What follows belongs to an exercise in optimizing a design on an open flow for small area, a short achievable clock period and few clock cycles; a production flow would make more cautious choices.
Power is estimated from default activity; no workload was simulated.

==> yarrow <==
==> flow/design.v (excerpt) <==
module vs_topk_core (
    input  logic          clk,
    input  logic          reset_n,
    input  logic          start,
    input  logic          mode,
    input  logic [11:0]   base_addr,
    input  logic [9:0]    vector_count,
    input  logic [7:0]    dim_words,
    output logic          mem_rd_en,
    output logic [11:0]   mem_addr,
    input  logic [63:0]   mem_data,
    output logic          busy,
    output logic          done,
    output logic [2:0]    topk_count,
    output logic [127:0]  topk_score,
    output logic [39:0]   topk_id
);
    logic        busy_q, done_q, rd_q, mode_q, first_q;
    logic [11:0] addr_q;
    logic [7:0]  dim_q, wcnt_q;
    logic [9:0]  vrem_q;
    wire accept = start & ~busy_q;
    wire empty  = (vector_count == 10'd0) | (dim_words == 8'd0);
    wire eov    = (wcnt_q == 8'd1);
    wire fin    = eov & (vrem_q == 10'd1);
    logic f1_q, f2_q, f3_q;
    logic l1_q, l2_q, l3_q, l4_q;
    logic z1_q, z2_q, z3_q, z4_q;
    logic        clr_q, empty_q;
    always_ff @(posedge clk) begin
        if (!reset_n) begin
            busy_q  <= 1'b0;
            done_q  <= 1'b0;
  ...
clock: 15.0 ns
lec_check: 0
cap_margin: 20
core_margin: 2
core_utilization: 40
slew_margin: 20
standard.sh (not shown) runs the stock make flow with config.mk's settings and CLKGATE_MAP_FILE= SYNTH_SCRIPT=/design/flow/synth_recipe.tcl, a recipe that flattens the netlist after the stock synthesis.
==> flow/flow/run.sh <==
#!/bin/bash
# Layout: the standard ORFS flow, with the port buffers inserted during
# placement made plain sky130_fd_sc_hd__buf_1 cells (buffer_ports' own
# choice is the slower, larger clkdlybuf4s50_1). Everything else is standard.
set -euo pipefail
bash standard.sh synth > make_synth.log 2>&1
bash standard.sh finish "BUFFER_PORTS_ARGS=-buffer_cell sky130_fd_sc_hd__buf_1" > make_finish.log 2>&1
==> inputs of xenon, as changes to yarrow <==
==> flow/run.sh (new file) <==
#!/bin/bash
# synth_recipe.tcl (not shown) runs the flow's synth.tcl, then flattens the netlist and writes it again
# the make line also repeats each setting of config.mk as NAME=value (left out here)
make -C /OpenROAD-flow-scripts/flow DESIGN_CONFIG=/design/flow/config.mk WORK_HOME=/design/flow/orfs CLKGATE_MAP_FILE= SYNTH_SCRIPT=/design/flow/synth_recipe.tcl finish
removed: flow/flow/run.sh
removed: flow/standard.sh
==> inputs of garnet, as changes to yarrow <==
==> flow/run.sh (new file) <==
#!/bin/bash
# synth_recipe.tcl (not shown) runs the flow's synth.tcl, then flattens the netlist and writes it again
# the make line also repeats each setting of config.mk as NAME=value (left out here)
make -C /OpenROAD-flow-scripts/flow DESIGN_CONFIG=/design/flow/config.mk WORK_HOME=/design/flow/orfs CLKGATE_MAP_FILE= SYNTH_SCRIPT=/design/flow/synth_recipe.tcl finish
Settings changed: CORE_UTILIZATION 40 to 65.
removed: flow/flow/run.sh
removed: flow/standard.sh
==> notes.md <==
item	yarrow	garnet	xenon
Pint	4.425 mW	4.390 mW	4.449 mW
Clock-cell share of area	0.04632	0.03845	0.04202
Worst setup margin	10.04 ns	9.983 ns	9.982 ns
Worst hold-check slack	0.3248 ns	0.3255 ns	0.3251 ns
Number of design-rule violations left by the first detailed-router iteration	1,180	1,201	1,251
Fraction of power consumed by the clock network	0.126	0.114	0.122
Status	timing/DRC/antenna clean	timing/DRC/antenna clean	timing/DRC/antenna clean
Post-placement cell count	3,816	3,483	3,816
DP Wirelength	56.94 mm	53.06 mm	57.55 mm
Static leakage	14.23 nW	14.90 nW	14.97 nW
Routed len/inst	18.55 um	19.09 um	18.71 um
Post-Place Cell Area	29,210 sq um	30,570 sq um	30,980 sq um
Cell with the biggest individual delay on the critical path	sky130_fd_sc_hd__fa_1	sky130_fd_sc_hd__dfxtp_1	sky130_fd_sc_hd__fa_1
Function was not checked in any run of this note: the RTL went through the layout flow alone.


==> inputs of ember <==
vs_topk_core again, from the RTL that the note above started with.
## vs_topk_core
module vs_topk_core (
    input  logic          clk,
    input  logic          reset_n,
    input  logic          start,
    input  logic          mode,
    input  logic [11:0]   base_addr,
    input  logic [9:0]    vector_count,
    input  logic [7:0]    dim_words,
    output logic          mem_rd_en,
    output logic [11:0]   mem_addr,
    input  logic [63:0]   mem_data,
    output logic          busy,
    output logic          done,
    output logic [2:0]    topk_count,
    output logic [127:0]  topk_score,
    output logic [39:0]   topk_id
);
==> module vs_topk_core, before the edit <==
module vs_topk_core (
    input  logic          clk,
    input  logic          reset_n,
    input  logic          start,
    input  logic          mode,
    input  logic [11:0]   base_addr,
    input  logic [9:0]    vector_count,
    input  logic [7:0]    dim_words,
    output logic          mem_rd_en,
    output logic [11:0]   mem_addr,
    input  logic [63:0]   mem_data,
    output logic          busy,
    output logic          done,
    output logic [2:0]    topk_count,
    output logic [127:0]  topk_score,
    output logic [39:0]   topk_id
);
    logic        busy_q, done_q, rd_q, mode_q, first_q;
    logic [11:0] addr_q;
    logic [7:0]  dim_q, wcnt_q;
    logic [9:0]  vrem_q;
    wire accept = start & ~busy_q;
    wire empty  = (vector_count == 10'd0) | (dim_words == 8'd0);
    wire eov    = (wcnt_q == 8'd1);
    wire fin    = eov & (vrem_q == 10'd1);
    logic f1_q, f2_q, f3_q;
    logic l1_q, l2_q, l3_q, l4_q;
    logic z1_q, z2_q, z3_q, z4_q;
    logic        clr_q, empty_q;
    always_ff @(posedge clk) begin
        if (!reset_n) begin
            busy_q  <= 1'b0;
            done_q  <= 1'b0;
            rd_q    <= 1'b0;
            clr_q   <= 1'b0;
            empty_q <= 1'b0;
            l1_q <= 1'b0; l2_q <= 1'b0; l3_q <= 1'b0; l4_q <= 1'b0;
            z1_q <= 1'b0; z2_q <= 1'b0; z3_q <= 1'b0; z4_q <= 1'b0;
        end else begin
            clr_q   <= accept;
            empty_q <= accept & empty;
            done_q  <= empty_q | z4_q;
            busy_q  <= busy_q ? ~(empty_q | z4_q) : start;
            rd_q    <= rd_q ? ~fin : (accept & ~empty);
            l1_q <= rd_q & eov; l2_q <= l1_q; l3_q <= l2_q; l4_q <= l3_q;
            z1_q <= rd_q & fin; z2_q <= z1_q; z3_q <= z2_q; z4_q <= z3_q;
        end
    end
    logic ldn_q, dot_q;
    always_ff @(posedge clk) begin
        if (!reset_n) ldn_q <= 1'b1;
        else          ldn_q <= rd_q ? fin : ~(accept & ~empty);
    end
    always_ff @(posedge clk) begin
        first_q <= ~rd_q | eov;
        f1_q <= first_q; f2_q <= f1_q; f3_q <= f2_q;
        if (!busy_q) begin
            mode_q <= mode;
            dot_q  <= ~mode;
        end
        if (ldn_q) begin
            addr_q <= base_addr;
            dim_q  <= dim_words;
            wcnt_q <= dim_words;
            vrem_q <= vector_count;
        end else begin
            addr_q <= addr_q + 12'd1;
            if (eov) begin
                wcnt_q <= dim_q;
                vrem_q <= vrem_q - 10'd1;
            end else begin
                wcnt_q <= wcnt_q - 8'd1;
            end
        end
    end
    assign mem_rd_en = rd_q;
    assign mem_addr  = addr_q;
    assign busy      = busy_q;
    assign done      = done_q;
    logic [31:0] pp_p;
    logic [31:0] pp_q;
    logic [3:0]  pp_r;
    always_ff @(posedge clk) begin
        for (int l = 0; l < 4; l++) begin
            logic [7:0] a, b;
            logic [8:0] x;
            a = mem_data[16*l +: 8];
            b = mem_data[16*l+8 +: 8];
            x = {a[7], a} - {b[7], b};
            pp_p[8*l +: 8] <= mode_q ? x[8:1] : a;
            pp_q[8*l +: 8] <= mode_q ? x[8:1] : b;
            pp_r[l]        <= mode_q & x[0];
        end
    end
    logic [19:0] tr1, tr2;
    vs_tree u_tree (.pp_p(pp_p), .pp_q(pp_q), .pp_r(pp_r), .tr1(tr1), .tr2(tr2));
    logic [19:0] r1_q, r2_q;
    always_ff @(posedge clk) begin
        r1_q <= dot_q ? {2'b00, tr1[19:2]} : ~tr1;
        r2_q <= dot_q ? {2'b00, tr2[19:2]} : ~tr2;
    end
    logic [26:0] acc_q;
    wire  [26:0] acc_base = f3_q ? 27'd0 : acc_q;
    wire  [26:0] acc_k = dot_q ? 27'h7FE0200 : 27'h7E7F802;
    always_ff @(posedge clk)
        acc_q <= acc_base + {7'd0, r1_q} + {7'd0, r2_q} + acc_k;
    logic [9:0] idc_q;
    always_ff @(posedge clk)
        idc_q <= clr_q ? 10'd0 : idc_q + {9'd0, l4_q};
    vs_topk_insert u_insert (
        .clk        (clk),
        .clr        (clr_q),
        .ins_valid  (l4_q),
        .ins_score  (acc_q),
        .ins_id     (idc_q),
        .count      (topk_count),
        .score_flat (topk_score),
        .id_flat    (topk_id)
    );
endmodule
Settings: LEC_CHECK=0, CAP_MARGIN=20, CORE_MARGIN=2, CORE_UTILIZATION=40, SLEW_MARGIN=20; clock period 15.0 ns.
==> flow/flow/run.sh <==
#!/bin/bash
# Layout: the standard ORFS flow, with the port buffers inserted during
# placement made plain sky130_fd_sc_hd__buf_1 cells (buffer_ports' own
# choice is the slower, larger clkdlybuf4s50_1), and repair_timing asked for
# 10.5 ns of setup slack at the 15 ns clock. Everything else is standard.
set -euo pipefail
bash standard.sh synth > make_synth.log 2>&1
bash standard.sh finish "BUFFER_PORTS_ARGS=-buffer_cell sky130_fd_sc_hd__buf_1" SETUP_SLACK_MARGIN=10.5 > make_finish.log 2>&1
==> tundra: changes against ember <==
--- a/flow/design.v
+++ b/flow/design.v
@@ -159,12 +159,14 @@
     logic [19:0] r1_q, r2_q;
     always_ff @(posedge clk) begin
-        r1_q <= dot_q ? {2'b00, tr1[19:2]} : ~tr1;
-        r2_q <= dot_q ? {2'b00, tr2[19:2]} : ~tr2;
+        r1_q <= tr1;
+        r2_q <= tr2;
     end
     logic [26:0] acc_q;
     wire  [26:0] acc_base = f3_q ? 27'd0 : acc_q;
-    wire  [26:0] acc_k = dot_q ? 27'h7FE0200 : 27'h7E7F802;
+    wire  [26:0] e1 = dot_q ? {9'd0, r1_q[19:2]} : ~{7'd0, r1_q};
+    wire  [26:0] e2 = dot_q ? {9'd0, r2_q[19:2]} : ~{7'd0, r2_q};
+    wire  [26:0] acc_k = dot_q ? 27'h7FE0200 : 27'd522242;
     always_ff @(posedge clk)
-        acc_q <= acc_base + {7'd0, r1_q} + {7'd0, r2_q} + acc_k;
+        acc_q <= acc_base + e1 + e2 + acc_k;
     logic [9:0] idc_q;
     always_ff @(posedge clk)
==> flow/run.sh (new file) <==
#!/bin/bash
# synth_recipe.tcl (not shown) runs the flow's synth.tcl, then flattens the netlist and writes it again
# the make line also repeats each setting of config.mk as NAME=value (left out here)
make -C /OpenROAD-flow-scripts/flow DESIGN_CONFIG=/design/flow/config.mk WORK_HOME=/design/flow/orfs CLKGATE_MAP_FILE= SYNTH_SCRIPT=/design/flow/synth_recipe.tcl finish
removed: flow/flow/run.sh
removed: flow/standard.sh
==> results.ini <==
[status]
outcome = complete, no violations

[power]
p_per_area_nw_per_um2 = 277
pg_seq_w = 0.00157

[placement]
hpwl_um = 57800

[layout]
fillers = 6490

[grt]
gr-usage-met2 = 0.359

[sta]
setup_ws_ps = 10320

The numbers above come from ember.

==> results.ini <==
[power]
pg_seq_w = 0.00163
p_per_area_nw_per_um2 = 223

[layout]
fillers = 6197

[sta]
setup_ws_ps = 9490

[status]
outcome = complete, no violations

[placement]
hpwl_um = 61800

The numbers above come from tundra.

No run of this note included a check of the RTL's function; only the layout flow was run.

static timing again, ports no longer ideal:
In the flow no input, the clock included, has a driving cell. The finished layouts below were timed again as built, in two steps. Step 1, drivers: a clkbuf_16 drives clk and a buf_2 each remaining input, both assumed. Step 2, shift: input delay + t, output delay - t, t = (earliest + latest rising clock arrival at the registers) / 2. This alone moves slack from input paths to output paths. a / b / c = no drivers / after step 1 / after step 2; a / b = the first two.
run	t (ns)	setup slack, ns	worst setup path at the end	worst data-port slew with drivers (ns)
yarrow	0.626	10.043 / 10.043 / 9.998	input to register	0.07
xenon	0.625	9.982 / 9.982 / 9.607	input to register	0.05
garnet	0.621	9.983 / 9.983 / 9.582	input to register	0.06
ember	0.624	10.319 / 10.319 / 10.106	input to register	0.06
tundra	0.639	9.487 / 9.487 / 9.431	input to register	0.07
After both steps setup and hold are still met in every run listed. For garnet, which loses most, drivers alone change the setup slack by 0.000 ns; drivers and shift together by -0.401 ns.
